Source: an optimization exercise on an open RTL-to-GDS flow (aim: small area, a short achievable clock period and few clock cycles per item). Production flows keep margins and buffers that such runs may drop. RTL that was checked went through simulation tests only; none was proved equivalent to the original. No activity file was given, so power comes from the tool's default toggle rates.

== run A ==
// fetch_top
module fetch_top (
    input  logic  clk_in,
    input  logic  br_reset,
    input  logic  stall,
    input  logic  redirect_valid,
    input  logic [31:0] redirect_pc,
    output logic  out_valid,
    output logic [31:0] out_ins,
    output logic [31:0] out_pc,
    output logic [31:0] out_pred_pc,
    input  logic  upd_valid,
    input  logic [31:0] upd_pc,
    input  logic  upd_taken,
    output logic  mem_req,
    output logic [31:0] mem_addr,
    input  logic  mem_ack,
    input  logic [31:0] mem_data
);
Size: roughly 760 cells after synthesis, ~7500 sq um of cells after synthesis.
clock: 6.0 ns
lec_check: 0
abc_clock_period_in_ps: 3000
cap_margin: 20
core_margin: 8
core_utilization: 40
setup_slack_margin: 3.0
slew_margin: 20
run.sh (not shown) runs the stock make flow with config.mk's settings and CLKGATE_MAP_FILE= SYNTH_SCRIPT=/design/flow/synth_recipe.tcl, a recipe that flattens the netlist after the stock synthesis.
Testbench counts of run A, summed over its fixed seeds: cycles 50,559, items 14,446.
[inputs] run B vs run A
Settings: CTS_CLUSTER_SIZE now 30, previously not set; CTS_BUF_LIST now sky130_fd_sc_hd__clkbuf_4 sky130_fd_sc_hd__clkbuf_8, previously not set.
Findings:
- Every stage of the flow completed for run B, and the final layout passed the timing, DRC and antenna checks.
- Of run A and run B, run A shows the higher path depth of the worst reg2reg path, with run B below it.
- Comparing run A and run B, the lower critical path depth is on run B.
- Compared with run A, number of gates resized after CTS in run B decreased by a few percent.
- Of run A and run B, run A shows the higher final period utilization, with run B below it.
- Changes observed in run B relative to run A: wire length decreased 1.7%; vertical die dimension essentially unchanged; sequential share of layout area increased 0.68 points.
### run B -> run C
==> flow/flow/run.sh (new file) <==
#!/bin/bash
# The standard layout, with the ports buffered by the smallest buffer
# instead of the flow's default pick; repair still resizes them as needed.
set -euo pipefail
export BUFFER_PORTS_ARGS="-buffer_cell sky130_fd_sc_hd__buf_1"
bash standard.sh > standard.log 2>&1
==> flow/standard.sh (new file) <==
#!/bin/bash
# synth_recipe.tcl (not shown) runs the flow's synth.tcl, then flattens the netlist and writes it again
# the make line also repeats each setting of config.mk as NAME=value (left out here)
make -C /OpenROAD-flow-scripts/flow DESIGN_CONFIG=/design/flow/config.mk WORK_HOME=/design/flow/orfs CLKGATE_MAP_FILE= SYNTH_SCRIPT=/design/flow/synth_recipe.tcl "${@:-finish}"
removed: flow/run.sh
### Flow results
The fmax was comparable across run C and run B. From run B to run C the numbers moved as follows: xor and xnor fraction of the mapped netlist area now sits at about the same level; met2 wire length now sits lower; setup slack after layout now sits at about the same level.
Input-level comparison between run D and run C:
Settings: swapping 3.0 for 3.5 in SETUP_SLACK_MARGIN; clearing CTS_CLUSTER_SIZE, which used to be 30; clearing CTS_BUF_LIST, which used to be sky130_fd_sc_hd__clkbuf_4 sky130_fd_sc_hd__clkbuf_8; swapping 3000 for 2500 in ABC_CLOCK_PERIOD_IN_PS.
==> flow/run.sh (new file) <==
#!/bin/bash
# synth_recipe.tcl (not shown) runs the flow's synth.tcl, then flattens the netlist and writes it again
# the make line also repeats each setting of config.mk as NAME=value (left out here)
make -C /OpenROAD-flow-scripts/flow DESIGN_CONFIG=/design/flow/config.mk WORK_HOME=/design/flow/orfs CLKGATE_MAP_FILE= SYNTH_SCRIPT=/design/flow/synth_recipe.tcl finish
removed: flow/flow/run.sh
removed: flow/standard.sh
Results
Summary of run D over run C: final cell count without fillers has increased; power dissipated by switching net loads increased 0.081 mW. The critical path depth reported for run D is smaller than that of run C by 2. Higher clock-pin slew of the registers on the worst-case setup and hold paths among run D and run C: run C.
Inputs modified between run D and run E:
Settings: clearing ABC_CLOCK_PERIOD_IN_PS, which used to be 2500; clearing SETUP_SLACK_MARGIN, which used to be 3.5.
==> comparison <==
- Run E vs run D, instance count: run E lower
- Run E has leakage power figure below what run D had.
- Going from run D to run E, worst hold slack down 38 ps, total length of routed wires down about 14%.
- Run E: clock network contribution to total cell area higher than run D
- Count of plain and timing-repair buffers in the layout, run D and run E: lower on run E
- What run D reported for final area has to be multiplied by 0.862 to get the figure for run E.

========
Another version of the RTL of fetch_top (not shown whole).
Size in the first run: about 910 cells after synthesis, about 130 flip-flops, ~8600 um^2 of cells after synthesis.
export LEC_CHECK = 0
export ABC_CLOCK_PERIOD_IN_PS = 3000
export CAP_MARGIN = 20
export CORE_MARGIN = 8
export CORE_UTILIZATION = 40
export CTS_BUF_LIST = sky130_fd_sc_hd__clkbuf_4 sky130_fd_sc_hd__clkbuf_8
export CTS_CLUSTER_SIZE = 30
export SETUP_SLACK_MARGIN = 3.0
export SLEW_MARGIN = 20
export SYNTH_HIERARCHICAL = 1
export SYNTH_MINIMUM_KEEP_SIZE = 0
create_clock -name core_clock -period 6.0 [get_ports {clk_in}]
standard.sh (not shown) runs the stock make flow with config.mk's settings and CLKGATE_MAP_FILE= SYNTH_SCRIPT=/design/flow/synth_recipe.tcl, a recipe that flattens the netlist after the stock synthesis.
==> flow/flow/run.sh <==
#!/bin/bash
# The standard layout, with the ports buffered by the smallest buffer
# instead of the flow's default pick; repair still resizes them as needed.
set -euo pipefail
export BUFFER_PORTS_ARGS="-buffer_cell sky130_fd_sc_hd__buf_1"
bash standard.sh > standard.log 2>&1
The first run finished with timing, DRC and antenna clean.
Rerun with:
SETUP_SLACK_MARGIN = 3.4   (was 3.0)
=>
- The changed run finished clean
- count of clock-buffer cells in the layout grows by 2
- core utilization came out higher by 0.88 points
- worst setup slack gets worse by 0.010 ns
- global-route usage rose by 0.34 points
- area after synthesis does not change
- register-to-register slack hardly moves
- total power stays flat
- design area increases by 1.9%
- synthesized cell count stays the same
- wire length came out higher by 3.1%
Rerun with:
TNS_END_PERCENT = 10   (was unset)
Global-route usage is lower by 0.36 points.
Die area does not change.
Power is lower by 4.6%.
Routed wire length is lower by 3.4%.
Clock power is lower by 8.8%.
Cell count is lower by 1.2%.
Design area is lower by 3.8%.
First-iteration DRC count is higher by 44%.
Area after synthesis stays the same.
Function was not checked in any run of this note: the RTL went through the layout flow alone.

========
== v3 ==
Another version of the RTL of fetch_top (not shown whole).
Size in the first run: about 870 cells after synthesis, roughly 130 flip-flops, roughly 230 I/O pins.
Design fetch_top, start of the top module:
module fetch_top (
    input  logic  clk_in,
    input  logic  br_reset,
    input  logic  stall,
    input  logic  redirect_valid,
    input  logic [31:0] redirect_pc,
    output logic  out_valid,
    output logic [31:0] out_ins,
    output logic [31:0] out_pc,
    output logic [31:0] out_pred_pc,
    input  logic  upd_valid,
    input  logic [31:0] upd_pc,
    input  logic  upd_taken,
    output logic  mem_req,
    output logic [31:0] mem_addr,
    input  logic  mem_ack,
    input  logic [31:0] mem_data
);
    localparam logic [6:0] OP_JAL    = 7'b1101111;
    localparam logic [6:0] OP_BRANCH = 7'b1100011;
    logic [1:0]  ctr_q [16];
    logic [31:2] addr_q;      
    logic [31:2] np_q;        
    logic        stale_q;     
    logic        discard;
    logic        deliver;
    assign mem_addr    = {addr_q, 2'b00};
    assign out_pc      = {addr_q, 2'b00};
    assign out_pred_pc = {np_q, 2'b00};
    assign discard = mem_req && mem_ack && (stale_q || redirect_valid);
    assign deliver = mem_req && mem_ack && !stale_q && !redirect_valid && !stall;
    logic        is_jal, is_br, taken;
    logic [18:0] t_lo;
    logic        t_c;
    logic [10:0] hi_inc, hi_dec;
    logic [29:0] seq_pc;
    assign is_jal = (mem_data[6:0] == OP_JAL);
    assign is_br  = (mem_data[6:0] == OP_BRANCH);
    assign taken  = is_jal || (is_br && ctr_q[addr_q[5:2]][1]);
    tgt_add tgt_add_i (.a(addr_q[20:2]), .ins(mem_data), .s(t_lo), .co(t_c));
    incdec #(.N(11)) hi_id (.x(addr_q[31:21]), .inc(hi_inc), .dec(hi_dec));
    logic [18:0] seq_lo;
    logic        seq_c;
    inc #(.N(19)) seq_i (.x(addr_q[20:2]), .y(seq_lo), .co(seq_c));
    assign seq_pc = {seq_c ? hi_inc : addr_q[31:21], seq_lo};
    logic [29:0] np_hold;     
    logic        take;        
    logic [10:0] hi_c1, hi_c0;
    logic [10:0] np_hi_c1, np_hi_c0;
    logic [29:0] np_d;
    always_comb begin
        if (br_reset) begin
            np_hold = '0;
  ...
==> flow/config.mk <==
export PLATFORM = sky130hd
export DESIGN_NAME = fetch_top
export DESIGN_NICKNAME = fetch_top
export VERILOG_FILES = /design/flow/design.v
export SDC_FILE = /design/flow/constraint.sdc
export NUM_CORES = 4
export LEC_CHECK = 0
export ABC_CLOCK_PERIOD_IN_PS = 3000
export CAP_MARGIN = 20
export CORE_MARGIN = 8
export CORE_UTILIZATION = 40
export CTS_BUF_LIST = sky130_fd_sc_hd__clkbuf_8
export CTS_CLUSTER_DIAMETER = 100
export CTS_CLUSTER_SIZE = 40
export SETUP_SLACK_MARGIN = 3.0
export SLEW_MARGIN = 20
export SYNTH_HIERARCHICAL = 1
export SYNTH_MINIMUM_KEEP_SIZE = 0
==> flow/constraint.sdc <==
create_clock -name core_clock -period 6.0 [get_ports {clk_in}]
set_input_delay 1.2000 -clock core_clock [delete_from_list [all_inputs] [get_ports {clk_in}]]
set_output_delay 1.2000 -clock core_clock [all_outputs]
set_load 0.01 [all_outputs]
Scripts as last shown in full above: flow/flow/run.sh
Testbench counts of v3, summed over its fixed seeds: cycles 51,127, items 14,446.
The following lists how v57 was set up differently from v3:
-- flow/config.mk --
<<< v3, line 11
export CORE_UTILIZATION = 40
export CTS_BUF_LIST = sky130_fd_sc_hd__clkbuf_8
export CTS_CLUSTER_DIAMETER = 100
export CTS_CLUSTER_SIZE = 40
export SETUP_SLACK_MARGIN = 3.0
>>> v57, line 11
export CORE_UTILIZATION = 40
export CTS_BUF_LIST = sky130_fd_sc_hd__clkbuf_4 sky130_fd_sc_hd__clkbuf_8
export CTS_CLUSTER_SIZE = 30
export SETUP_SLACK_MARGIN = 3.0
Number of cells traversed by the worst hold path came out exactly the same in v3 and v57.
Number of sequential storage elements came out exactly the same in v3 and v57.
Changes observed in v57 relative to v3: fraction of met3 tracks used by global routing about even, clock-buffer cell count about even, final standard cell count with taps included and fillers excluded about even, number of maximum-capacitance violations about even.
For v46, these inputs were changed with respect to v57:
-- flow/flow/run.sh --
<<< v57, line 5
export BUFFER_PORTS_ARGS="-buffer_cell sky130_fd_sc_hd__buf_1"
bash standard.sh > standard.log 2>&1
>>> v46, line 5
export BUFFER_PORTS_ARGS="-buffer_cell sky130_fd_sc_hd__buf_1"
export REMOVE_ABC_BUFFERS=1
bash standard.sh > standard.log 2>&1
==> flow/config.mk <==
export PLATFORM = sky130hd
export DESIGN_NAME = fetch_top
export DESIGN_NICKNAME = fetch_top
export VERILOG_FILES = /design/flow/design.v
export SDC_FILE = /design/flow/constraint.sdc
export NUM_CORES = 4
export LEC_CHECK = 0
export ABC_AREA = 1
export ABC_CLOCK_PERIOD_IN_PS = 3000
export CAP_MARGIN = 20
export CORE_MARGIN = 8
export CORE_UTILIZATION = 55
export CTS_BUF_LIST = sky130_fd_sc_hd__clkbuf_4 sky130_fd_sc_hd__clkbuf_8
export CTS_CLUSTER_SIZE = 30
export SETUP_SLACK_MARGIN = 3.4
export SLEW_MARGIN = 20
export SYNTH_HIERARCHICAL = 1
export SYNTH_MINIMUM_KEEP_SIZE = 0
--- outcome ---
Clock network contribution to total cell area: v46 vs v57 — no meaningful difference. Looking at layout overhead on the synthesized area across v46 and v57, the one that comes out lower is v46. Switching component of the power of v46 falls short of that of v57 slightly. Relative to v57, combinational fraction of design power has gone down in v46. Looking at fraction of synthesized cell area in xor and xnor cells, v46 sits below v57. v46 and v57 ended up with roughly the same area share of fa/ha/maj cells after synthesis. The post-synthesis cell area reported for v46 is greater than that of v57 by 2.1%. Clock share of power in v46 is 2.1 points above v57. v46 against v57; clock power is down slightly. As far as number of setup violations in the final report goes, v57 and v46 are indistinguishable; the numbers are identical.
diff inputs: v46 => v16
-- flow/config.mk --
<<< v46, line 11
export CORE_MARGIN = 8
export CORE_UTILIZATION = 55
export CTS_BUF_LIST = sky130_fd_sc_hd__clkbuf_4 sky130_fd_sc_hd__clkbuf_8
export CTS_CLUSTER_SIZE = 30
export SETUP_SLACK_MARGIN = 3.4
export SLEW_MARGIN = 20
>>> v16, line 11
export CORE_MARGIN = 8
export CORE_UTILIZATION = 40
export CTS_BUF_LIST = sky130_fd_sc_hd__clkbuf_4 sky130_fd_sc_hd__clkbuf_8
export CTS_CLUSTER_SIZE = 30
export SETUP_SLACK_MARGIN = 3.3
export SLEW_MARGIN = 20
## What came out
First-iteration DRC count in v16 is 16 above v46.
Maximum frequency, v16 and v46, lower one = v16.
Delta (v16 minus v46): final-layout clock buffer total now sits at about the same level, final clock period utilization by the worst path grew by 0.80 points, area growth from synthesis to layout down 0.55 points.

-- re-timing with driven ports --
The results above use ideal ports. As a check the final layouts listed here were re-extracted and re-timed, cells and wires unchanged.
Step 1: set_driving_cell puts a clkbuf_16 on clk_in and a buf_2 on each other input, an assumption about the parent block.
Step 2 times the ports against the registers' clock, not the clock port: input delays grow and output delays shrink by t, the midpoint of the rising clock arrivals with the driver on.
Slacks: no drivers / after step 1 / after step 2; pairs: no drivers / after step 1.
| run | t, ns | slack for setup (ns) | latest minus earliest clock arrival (ns) | worst slew at a driven data input, ns |
|---|---|---|---|---|
| run A | 0.457 | 2.197 / 2.189 / 1.732 | 0.008 / 0.008 | 0.16 |
| run B | 0.485 | 2.259 / 2.245 / 1.760 | 0.013 / 0.014 | 0.16 |
| run C | 0.497 | 2.257 / 2.250 / 1.752 | 0.012 / 0.013 | 0.17 |
| run D | 0.470 | 2.139 / 2.132 / 1.662 | 0.011 / 0.010 | 0.17 |
| run E | 0.461 | 1.281 / 1.293 / 0.833 | 0.019 / 0.019 | 0.08 |
| the first run of note 2 | 0.479 | 2.908 / 2.919 / 2.440 | 0.020 / 0.021 | 0.06 |
| the second run of note 2 | 0.493 | 2.898 / 2.897 / 2.404 | 0.012 / 0.013 | 0.05 |
| the third run of note 2 | 0.497 | 2.833 / 2.842 / 2.345 | 0.015 / 0.014 | 0.06 |
| v3 | 0.485 | 2.851 / 2.861 / 2.376 | 0.020 / 0.020 | 0.04 |
| v57 | 0.485 | 2.851 / 2.861 / 2.376 | 0.020 / 0.020 | 0.04 |
| v46 | 0.495 | 3.460 / 3.474 / 2.979 | 0.008 / 0.008 | 0.06 |
| v16 | 0.498 | 3.412 / 3.425 / 2.927 | 0.011 / 0.012 | 0.06 |
After both steps setup and hold are still met in every run listed. The setup slack of run C, which loses most, moves by -0.007 ns with the drivers and by -0.505 ns with both steps.
